Context: an optimization exercise on an open-source flow, tuned for small area and a short achievable clock period. The choices shown serve that exercise and are no tape-out recipe. In this exercise RTL edits were held to simulation tests only and were not proved equivalent to the original. Power and IR drop assume default switching activity.

**flow/run.sh**
```bash
#!/bin/bash
# synth_recipe.tcl (not shown) runs the flow's synth.tcl, then flattens the netlist and writes it again
# the make line also repeats each setting of config.mk as NAME=value (left out here)
make -C /OpenROAD-flow-scripts/flow DESIGN_CONFIG=/design/flow/config.mk WORK_HOME=/design/flow/orfs CLKGATE_MAP_FILE= SYNTH_SCRIPT=/design/flow/synth_recipe.tcl finish
```
**flow/config.mk**
```make
export PLATFORM = sky130hd
export DESIGN_NAME = video_subsystem
export DESIGN_NICKNAME = video_subsystem
export VERILOG_FILES = /design/flow/design.v
export SDC_FILE = /design/flow/constraint.sdc
export NUM_CORES = 4
export LEC_CHECK = 0
export CAP_MARGIN = 20
export CORE_MARGIN = 2
export CORE_UTILIZATION = 40
export SLEW_MARGIN = 20
```
**flow/constraint.sdc**
```tcl
create_clock -name core_clock -period 5.0 [get_ports {cpu_clk_g}]
set_input_delay 1.0000 -clock core_clock [delete_from_list [all_inputs] [get_ports {cpu_clk_g}]]
set_output_delay 1.0000 -clock core_clock [all_outputs]
set_load 0.01 [all_outputs]
```
**flow/design.v**
```verilog
package video_pkg;
   localparam int FRAME_SEL_W = 6;
   localparam int LINE_W      = 10;
   localparam int BEAT_W      = 8;
   localparam int ADDR_W      = 31;
   localparam int BEAT_BITS   = 128;
   typedef enum logic {
      MEM_WRITE = 1'b0,
      MEM_READ  = 1'b1
   } mem_op_t;
   typedef struct packed {
      mem_op_t                opcode;
      logic [ADDR_W-1:0]      addr;
      logic [BEAT_BITS-1:0]   wdata;
   } mem_cmd_t;
   typedef enum logic {
      FEED_IDLE  = 1'b0,
      FEED_FETCH = 1'b1
   } feeder_state_t;
   typedef enum logic [1:0] {
      FILL_IDLE = 2'd0,
      FILL_RUN  = 2'd1,
      FILL_DONE = 2'd2
   } fill_state_t;
   function automatic logic [ADDR_W-1:0] make_addr(
      input logic [FRAME_SEL_W-1:0] frame,
      input logic [LINE_W-1:0]      line,
      input logic [BEAT_W-1:0]      beat
   );
      make_addr = {6'b0, frame, line, beat, 1'b0};
   endfunction
endpackage
`timescale 1ns/1ps
module pixel_fifo #(
   parameter int FIFO_BEATS = 16
) (
   input  logic         cpu_clk_g,
   input  logic         rst,
   input  logic [127:0] din,
   input  logic         wr_en,
   input  logic         rd_en,
   output logic [31:0]  dout,
   output logic         empty,
   output logic         beat_done
);
   localparam int PTR_W = (FIFO_BEATS > 1) ? $clog2(FIFO_BEATS) : 1;
   localparam int CNT_W = $clog2(FIFO_BEATS + 1);
   logic [127:0]     mem [FIFO_BEATS];
   logic [PTR_W-1:0] wr_ptr;
   logic [PTR_W-1:0] rd_ptr;
   logic [CNT_W-1:0] count;
   logic [1:0]       pix_idx;
   assign dout      = mem[rd_ptr][pix_idx*32 +: 32];
   assign empty     = (count == '0);
   assign beat_done = rd_en && (pix_idx == 2'd3);
   always_ff @(posedge cpu_clk_g) begin
      if (wr_en) begin
         mem[wr_ptr] <= din;
      end
   end
   always_ff @(posedge cpu_clk_g) begin
      if (rst) begin
         wr_ptr  <= '0;
         rd_ptr  <= '0;
         count   <= '0;
         pix_idx <= '0;
      end else begin
         if (wr_en) begin
            wr_ptr <= (wr_ptr == PTR_W'(FIFO_BEATS - 1)) ? '0 : wr_ptr + PTR_W'(1);
         end
         if (rd_en) begin
            pix_idx <= pix_idx + 2'd1;
         end
         if (beat_done) begin
            rd_ptr <= (rd_ptr == PTR_W'(FIFO_BEATS - 1)) ? '0 : rd_ptr + PTR_W'(1);
         end
         count <= count + CNT_W'(wr_en) - CNT_W'(beat_done);
      end
   end
endmodule
`timescale 1ns/1ps
module pixel_feeder #(
   parameter int H_PIXELS   = 800,
   parameter int V_LINES    = 600,
   parameter int FIFO_BEATS = 16
) (
   input  logic                 cpu_clk_g,
   input  logic                 rst,
   output logic                 cmd_req,
   output video_pkg::mem_cmd_t  cmd,
   input  logic                 cmd_grant,
   input  logic                 rdf_valid,
   input  logic [127:0]         rdf_dout,
   output logic [23:0]          video,
   output logic                 video_valid,
   input  logic                 video_ready,
   input  logic [5:0]           gp_frame,
   input  logic                 gp_trigger,
   output logic                 frame_interrupt
);
   localparam int BW       = video_pkg::BEAT_W;
   localparam int LW       = video_pkg::LINE_W;
   localparam int CREDIT_W = $clog2(FIFO_BEATS + 1);
   video_pkg::feeder_state_t state;
   video_pkg::feeder_state_t state_nxt;
   logic [CREDIT_W-1:0] credit;
   logic [CREDIT_W-1:0] credit_nxt;
   logic [BW-1:0]       beat_cnt;
   logic [LW-1:0]       line_cnt;
   logic                last_beat;
   logic                last_line;
   logic                fetch_wrap;
   logic [5:0]          disp_frame;
   logic [5:0]          swap_frame;
   logic                swap_pend;
   logic [31:0]         fifo_dout;
   logic                fifo_empty;
   logic                pix_pop;
   logic                beat_done;
   assign last_beat  = (beat_cnt == BW'(H_PIXELS / 4 - 1));
   assign last_line  = (line_cnt == LW'(V_LINES - 1));
   assign fetch_wrap = cmd_grant && last_beat && last_line;
   assign credit_nxt = credit + CREDIT_W'(cmd_grant) - CREDIT_W'(beat_done);
   always_comb begin
      state_nxt = state;
      case (state)
         video_pkg::FEED_IDLE: begin
            if (credit_nxt < CREDIT_W'(FIFO_BEATS)) begin
               state_nxt = video_pkg::FEED_FETCH;
            end
         end
         video_pkg::FEED_FETCH: begin
            if (credit_nxt == CREDIT_W'(FIFO_BEATS)) begin
               state_nxt = video_pkg::FEED_IDLE;
            end
         end
         default: state_nxt = video_pkg::FEED_IDLE;
      endcase
   end
   assign cmd_req = (state == video_pkg::FEED_FETCH);
   always_comb begin
      cmd.opcode = video_pkg::MEM_READ;
      cmd.addr   = video_pkg::make_addr(disp_frame, line_cnt, beat_cnt);
      cmd.wdata  = '0;
   end
   always_ff @(posedge cpu_clk_g) begin
      if (rst) begin
         state           <= video_pkg::FEED_IDLE;
         credit          <= '0;
         beat_cnt        <= '0;
         line_cnt        <= '0;
         disp_frame      <= 6'd1;
         swap_pend       <= 1'b0;
         frame_interrupt <= 1'b0;
      end else begin
         state           <= state_nxt;
         credit          <= credit_nxt;
         frame_interrupt <= fetch_wrap;
         if (cmd_grant) begin
            beat_cnt <= last_beat ? '0 : beat_cnt + BW'(1);
            if (last_beat) begin
               line_cnt <= last_line ? '0 : line_cnt + LW'(1);
            end
         end
         if (fetch_wrap && swap_pend) begin
            disp_frame <= swap_frame;
            swap_pend  <= 1'b0;
         end
         if (gp_trigger) begin
            swap_pend <= 1'b1;
         end
      end
   end
   always_ff @(posedge cpu_clk_g) begin
      if (gp_trigger) begin
         swap_frame <= gp_frame;
      end
   end
   assign pix_pop     = video_valid && video_ready;
   assign video_valid = !fifo_empty;
   assign video       = fifo_dout[23:0];
   pixel_fifo #(
      .FIFO_BEATS (FIFO_BEATS)
   ) pixel_fifo_i (
      .cpu_clk_g (cpu_clk_g),
      .rst       (rst),
      .din       (rdf_dout),
      .wr_en     (rdf_valid),
      .rd_en     (pix_pop),
      .dout      (fifo_dout),
      .empty     (fifo_empty),
      .beat_done (beat_done)
   );
endmodule
`timescale 1ns/1ps
module fill_engine #(
   parameter int H_PIXELS = 800,
   parameter int V_LINES  = 600
) (
   input  logic                 cpu_clk_g,
   input  logic                 rst,
   input  logic                 fill_start,
   input  logic [5:0]           fill_frame,
   input  logic [23:0]          fill_color,
   output logic                 cmd_req,
   output video_pkg::mem_cmd_t  cmd,
   input  logic                 cmd_grant,
   output logic                 fill_done
);
   localparam int BW = video_pkg::BEAT_W;
   localparam int LW = video_pkg::LINE_W;
   video_pkg::fill_state_t state;
   logic [5:0]    frame_q;
   logic [23:0]   color_q;
   logic [BW-1:0] beat_cnt;
   logic [LW-1:0] line_cnt;
   logic          last_beat;
   logic          last_line;
   assign last_beat = (beat_cnt == BW'(H_PIXELS / 4 - 1));
   assign last_line = (line_cnt == LW'(V_LINES - 1));
   assign cmd_req   = (state == video_pkg::FILL_RUN);
   assign fill_done = (state == video_pkg::FILL_DONE);
   always_comb begin
      cmd.opcode = video_pkg::MEM_WRITE;
      cmd.addr   = video_pkg::make_addr(frame_q, line_cnt, beat_cnt);
      cmd.wdata  = {4{8'h00, color_q}};
   end
   always_ff @(posedge cpu_clk_g) begin
      if (rst) begin
         state    <= video_pkg::FILL_IDLE;
         beat_cnt <= '0;
         line_cnt <= '0;
      end else begin
         case (state)
            video_pkg::FILL_IDLE: begin
               if (fill_start) begin
                  beat_cnt <= '0;
                  line_cnt <= '0;
                  state    <= video_pkg::FILL_RUN;
               end
            end
            video_pkg::FILL_RUN: begin
               if (cmd_grant) begin
                  beat_cnt <= last_beat ? '0 : beat_cnt + BW'(1);
                  if (last_beat) begin
                     line_cnt <= last_line ? '0 : line_cnt + LW'(1);
                     if (last_line) begin
                        state <= video_pkg::FILL_DONE;
                     end
                  end
               end
            end
            default: state <= video_pkg::FILL_IDLE;
         endcase
      end
   end
   always_ff @(posedge cpu_clk_g) begin
      if (fill_start && (state == video_pkg::FILL_IDLE)) begin
         frame_q <= fill_frame;
         color_q <= fill_color;
      end
   end
endmodule
`timescale 1ns/1ps
module frame_mem_arbiter (
   input  logic                 cpu_clk_g,
   input  logic                 rst,
   input  logic                 feed_req,
   input  video_pkg::mem_cmd_t  feed_cmd,
   output logic                 feed_grant,
   input  logic                 fill_req,
   input  video_pkg::mem_cmd_t  fill_cmd,
   output logic                 fill_grant,
   input  logic                 af_full,
   output logic                 af_wr_en,
   output video_pkg::mem_cmd_t  af_cmd
);
   logic last_fill;
   logic pick_fill;
   assign pick_fill  = fill_req && (!feed_req || !last_fill);
   assign fill_grant = !af_full && pick_fill;
   assign feed_grant = !af_full && feed_req && !pick_fill;
   assign af_wr_en   = feed_grant || fill_grant;
   assign af_cmd     = pick_fill ? fill_cmd : feed_cmd;
   always_ff @(posedge cpu_clk_g) begin
      if (rst) begin
         last_fill <= 1'b0;
      end else if (af_wr_en) begin
         last_fill <= fill_grant;
      end
   end
endmodule
`timescale 1ns/1ps
module video_subsystem #(
   parameter int H_PIXELS   = 800,
   parameter int V_LINES    = 600,
   parameter int FIFO_BEATS = 16
) (
   input  logic               cpu_clk_g,
   input  logic               rst,
   input  logic               af_full,
   output logic               af_wr_en,
   output logic               af_op,
   output logic [30:0]        af_addr_din,
   output logic [127:0]       wdf_din,
   input  logic               rdf_valid,
   input  logic [127:0]       rdf_dout,
   output logic               rdf_rd_en,
   output logic [23:0]        video,
   output logic               video_valid,
   input  logic               video_ready,
   input  logic [5:0]         gp_frame,
   input  logic               gp_trigger,
   output logic               frame_interrupt,
   input  logic               fill_start,
   input  logic [5:0]         fill_frame,
   input  logic [23:0]        fill_color,
   output logic               fill_done
);
   video_pkg::mem_cmd_t feeder_cmd;
   video_pkg::mem_cmd_t fill_cmd;
   video_pkg::mem_cmd_t af_cmd;
   logic                feeder_req;
   logic                feeder_grant;
   logic                fill_req;
   logic                fill_grant;
   assign rdf_rd_en   = 1'b1;
   assign af_op       = af_cmd.opcode;
   assign af_addr_din = af_cmd.addr;
   assign wdf_din     = af_cmd.wdata;
   pixel_feeder #(
      .H_PIXELS   (H_PIXELS),
      .V_LINES    (V_LINES),
      .FIFO_BEATS (FIFO_BEATS)
   ) pixel_feeder_i (
      .cpu_clk_g       (cpu_clk_g),
      .rst             (rst),
      .cmd_req         (feeder_req),
      .cmd             (feeder_cmd),
      .cmd_grant       (feeder_grant),
      .rdf_valid       (rdf_valid),
      .rdf_dout        (rdf_dout),
      .video           (video),
      .video_valid     (video_valid),
      .video_ready     (video_ready),
      .gp_frame        (gp_frame),
      .gp_trigger      (gp_trigger),
      .frame_interrupt (frame_interrupt)
   );
   fill_engine #(
      .H_PIXELS (H_PIXELS),
      .V_LINES  (V_LINES)
   ) fill_engine_i (
      .cpu_clk_g  (cpu_clk_g),
      .rst        (rst),
      .fill_start (fill_start),
      .fill_frame (fill_frame),
      .fill_color (fill_color),
      .cmd_req    (fill_req),
      .cmd        (fill_cmd),
      .cmd_grant  (fill_grant),
      .fill_done  (fill_done)
   );
   frame_mem_arbiter frame_mem_arbiter_i (
      .cpu_clk_g  (cpu_clk_g),
      .rst        (rst),
      .feed_req   (feeder_req),
      .feed_cmd   (feeder_cmd),
      .feed_grant (feeder_grant),
      .fill_req   (fill_req),
      .fill_cmd   (fill_cmd),
      .fill_grant (fill_grant),
      .af_full    (af_full),
      .af_wr_en   (af_wr_en),
      .af_cmd     (af_cmd)
   );
endmodule
```
==> flow_metrics.env <==
export IMPL_status="finished clean"
export IMPL_worst_pin_slew_ns=1.16
export IMPL_crit_fanout=20
export IMPL_crit_type="reg2out"
export IMPL_syn_to_final_growth_pct=18.0
export IMPL_fin_crit_sh_pct=97.7
export IMPL_clock_latency_ns=0.83
export IMPL_regToRegSetupSlack_ns=1.62
export IMPL_hold_slack_ns=0.453
export IMPL_r2r_start="pixel_feeder_i.pixel_fifo_i.pix_idx[1]$_SDFFE_PP0P_"
export IMPL_ir_drop_uv=396
export IMPL_ys_seq_area_share_pct=75.5
export IMPL_tns_ns=0
export IMPL_ys_ff_latch=1644
export IMPL_dr_pass1_iters=5
export IMPL_gp_congestion=0.765
export IMPL_grt_pass1_wl_mm=231
export IMPL_wl_per_cell_um=27.1
export IMPL_synth_area_per_cell_um2=20.1
export IMPL_drtIter0Drc=3485
export IMPL_synth_edff_count=1572
export IMPL_crit_arrival_ns=3.89
export IMPL_grt_overflow=0
export IMPL_syn_cell_area_um2=64400
export IMPL_cellPowerDensity_nw_per_um2=392
export IMPL_period_minus_slack_ns=4.89
export IMPL_htreeDepth=4
export IMPL_reg2reg_to="pixel_feeder_i.state$_SDFF_PP0_"
export IMPL_yosys_warnings=4
export IMPL_drive_gt1_share_pct=22.9
export IMPL_slew_headroom_pct=22.3
export IMPL_finalHoldViolCount=0
export IMPL_cts_buffer_depth=3
export IMPL_portBuffers=287
export IMPL_multi_input_area_um2=14200
export IMPL_track_usage_pct=19.5
export IMPL_grt_max_degree=91
export IMPL_drtAntennaViolNets=0
export IMPL_fillers=13200
export IMPL_grt_pass1_vias=32400
export IMPL_viasPerCell=5.52
export IMPL_die_area_um2=164000
export IMPL_layout_commonest_cell="edfxtp_1"
export IMPL_leakage_uw=0.0235
export IMPL_synthArstFlopShare_pct=0
export IMPL_numCtsBuffers=171
export IMPL_ys_flop_type="edfxtp_1"
export IMPL_hp_class="reg2reg"
export IMPL_setup_violations=0
export IMPL_drc_errors=0
export IMPL_netlist_instances=3200
export IMPL_via_count=32500
export IMPL_hpwlAfterDp_mm=90.2
export IMPL_end_kind="output port"
export IMPL_antenna_found_initial=26
export IMPL_finalPower_uw=29800
export IMPL_cts_clk_slew_worst_paths_ns=0.06
export IMPL_cts_tree="yes"
export IMPL_layout_area_seq_um2=48700
export IMPL_start_kind="flip-flop"
export IMPL_drv_slew=0
export IMPL_core_um2=160000
export IMPL_routed_wl_mm=160
export IMPL_r2r_cells=12
export IMPL_critPathRequiredTime_ns=4.00
export IMPL_start_util_pct=40.2
export IMPL_ctsRootBufferMaster="clkbuf_16"
export IMPL_maxCapViolations=0
export IMPL_die_width_um=405
export IMPL_finalClockSkew_ns=0.0416
export IMPL_layout_common_cells="edfxtp_1, mux4_2, clkdlybuf4s50_1, clkbuf_16, nand2_1"
export IMPL_cts_hold_buffers=0
export IMPL_ios=360
export IMPL_die_h_um=405
export IMPL_layout_nets=3783
export IMPL_fmax_mhz=205
export IMPL_worstSetupEndpoint="video[21]"
export IMPL_rsz0062_at_grt="no"
export IMPL_synth_cell_type_count=68
export IMPL_row_count=147
export IMPL_cts_sinks=1644
-- sequential cells by signal, indices dropped and copies added, names as in the netlist, 4 cells and up, named ones only --
register	count
fill_engine_i.frame_q	6
fill_engine_i.line_cnt	10
pixel_feeder_i.pixel_fifo_i.count	5
fill_engine_i.beat_cnt	8
pixel_feeder_i.pixel_fifo_i.wr_ptr	4
pixel_feeder_i.line_cnt	10
pixel_feeder_i.pixel_fifo_i.rd_ptr	4
pixel_feeder_i.credit	5
pixel_feeder_i.beat_cnt	8
pixel_feeder_i.disp_frame	6
fill_engine_i.color_q	24
pixel_feeder_i.pixel_fifo_i.mem	1536
pixel_feeder_i.swap_frame	6
-- layout make-up --
cell class | instances | area share, %
Sequential cell | 1644 | 64.0
Multi-Input combinational cell | 1289 | 18.6
Timing Repair Buffer | 455 | 6.49
Clock buffer | 220 | 5.89
Tap cell | 2160 | 3.56
Clock inverter | 92 | 1.24
Inverter | 28 | 0.138
Antenna cell | 6 | 0.0198
-- per-layer routing --
| metal | global-route usage [%] | vias up | routed length [um] |
|---|---|---|---|
| met2 | 30.1 | 1204 | 74500 |
| met3 | 4.50 | 221 | 12900 |
| met4 | 5.51 | 20 | 3540 |
| met5 | 0 | - | 136 |
| li1 | - | 13800 | - |
| met1 | 27.7 | 17300 | 68500 |
-- power by group --
group,internal [uW],switching [uW]
sequential,15300,92.6
combinational,870,1290
clock,6840,5400
-- timing repair --
item,in CTS,in global routing
cloned,1,0
endpoints found under the setup margin,24,11
buffers inserted,7,4
gates resized for setup,9,13
-- logic make-up (layout without fill, tap and decap cells) --
| family | count (synthesis) | count (layout) | share of synthesized area, % |
|---|---|---|---|
| other | 2 | 46 | 0.0117 |
| multiplexers | 509 | 509 | 14.4 |
| flip-flops | 1644 | 1644 | 75.5 |
| AO/OA/AOI/OAI | 317 | 317 | 3.28 |
| buffers and inverters | 305 | 795 | 2.90 |
| XOR/XNOR | 37 | 37 | 0.503 |
| adder cells (fa/ha/maj) | 23 | 23 | 0.470 |
| AND/OR/NAND/NOR | 363 | 363 | 2.88 |
-- through the flow --
step | cell area (um^2) | utilization [%] | worst slack (ns) | std cells
floorplan | 64500 | - | 0.484 | 3238
global placement | 70200 | 43.8 | 0.586 | 5564
detailed placement | 70200 | 43.8 | 0.578 | 5564
CTS | 75800 | 47.3 | 0.00454 | 5884
global route | 76000 | 47.4 | 0.00400 | 5891
finish | 76000 | 47.4 | 0.114 | 5894
-- synth_stat cells, types with 8 or more instances --
master	instances	share of area [%]
mux4_2	326	11
nor4_1	9	0.087
or4_1	21	0.24
a221oi_1	18	0.24
nor2b_1	17	0.17
ha_1	21	0.41
o21bai_1	20	0.23
nand4_1	9	0.087
nand2_1	114	0.66
xnor2_1	25	0.34
buf_6	17	0.30
nand3_1	25	0.19
and3_1	37	0.36
buf_4	142	1.7
buf_2	46	0.36
o22ai_1	76	0.74
a31oi_1	25	0.24
o31ai_1	26	0.30
a211oi_1	8	0.093
a21oi_1	38	0.30
mux2_2	82	1.4
and2_1	17	0.17
nor3_1	10	0.078
clkbuf_1	67	0.39
a22oi_1	25	0.29
inv_1	27	0.16
edfxtp_1	1572	73
o21ai_0	45	0.35
nor2_1	68	0.40
dfxtp_1	72	2.2
nand2b_1	9	0.087
mux2i_1	101	1.6
xor2_1	12	0.16
-- how the worst min path moves through the flow --
stage | startpoint | endpoint | slack [ns] | cells past startpoint
after global routing | pixel_feeder_i.disp_frame[0]$_SDFFE_PP1P_ | pixel_feeder_i.disp_frame[0]$_SDFFE_PP1P_ | 0.48 | 1
after floorplan | pixel_feeder_i.disp_frame[0]$_SDFFE_PP1P_ | pixel_feeder_i.disp_frame[0]$_SDFFE_PP1P_ | 0.43 | 1
after CTS | pixel_feeder_i.swap_frame[2]$_DFFE_PP_ | pixel_feeder_i.disp_frame[2]$_SDFFE_PP0P_ | 0.44 | 2
after global placement | pixel_feeder_i.disp_frame[0]$_SDFFE_PP1P_ | pixel_feeder_i.disp_frame[0]$_SDFFE_PP1P_ | 0.45 | 1
after detailed placement | pixel_feeder_i.disp_frame[0]$_SDFFE_PP1P_ | pixel_feeder_i.disp_frame[0]$_SDFFE_PP1P_ | 0.45 | 1
final | pixel_feeder_i.swap_frame[2]$_DFFE_PP_ | pixel_feeder_i.disp_frame[2]$_SDFFE_PP0P_ | 0.45 | 2
-- worst max-delay path, cell delays in order (launching register included) --
cell	delay (ns)
dfxtp_4	0.51
buf_4	0.26
buf_12	0.22
buf_16	0.22
mux4_2	0.56
mux2_2	0.30
o22ai_1	0.14
or4_1	0.18
o31ai_2	0.14
clkdlybuf4s50_1	0.51

-- static timing again, ports no longer ideal --
How much do the figures lean on ideal ports? The routed layout below was timed once more, with nothing changed but the port constraints. Step 1 assumes that a clkbuf_16 drives the clock port and a buf_2 every other input. Step 2 times the ports against the registers' clock, not the clock port: input delays grow and output delays shrink by t, the midpoint of the rising clock arrivals with the driver on. a / b / c = ideal ports / drivers / drivers and shift; a / b = the first two.
t (ns): 0.881
setup slack, ns: 0.114 / 0.034 / 0.915
latest minus earliest clock arrival (ns): 0.052 / 0.052
slew at the worst register clock pin (ns): 0.07 / 0.07
After both steps this run still meets setup and hold. The setup slack of this run moves by -0.080 ns with the drivers and by +0.801 ns with both steps.
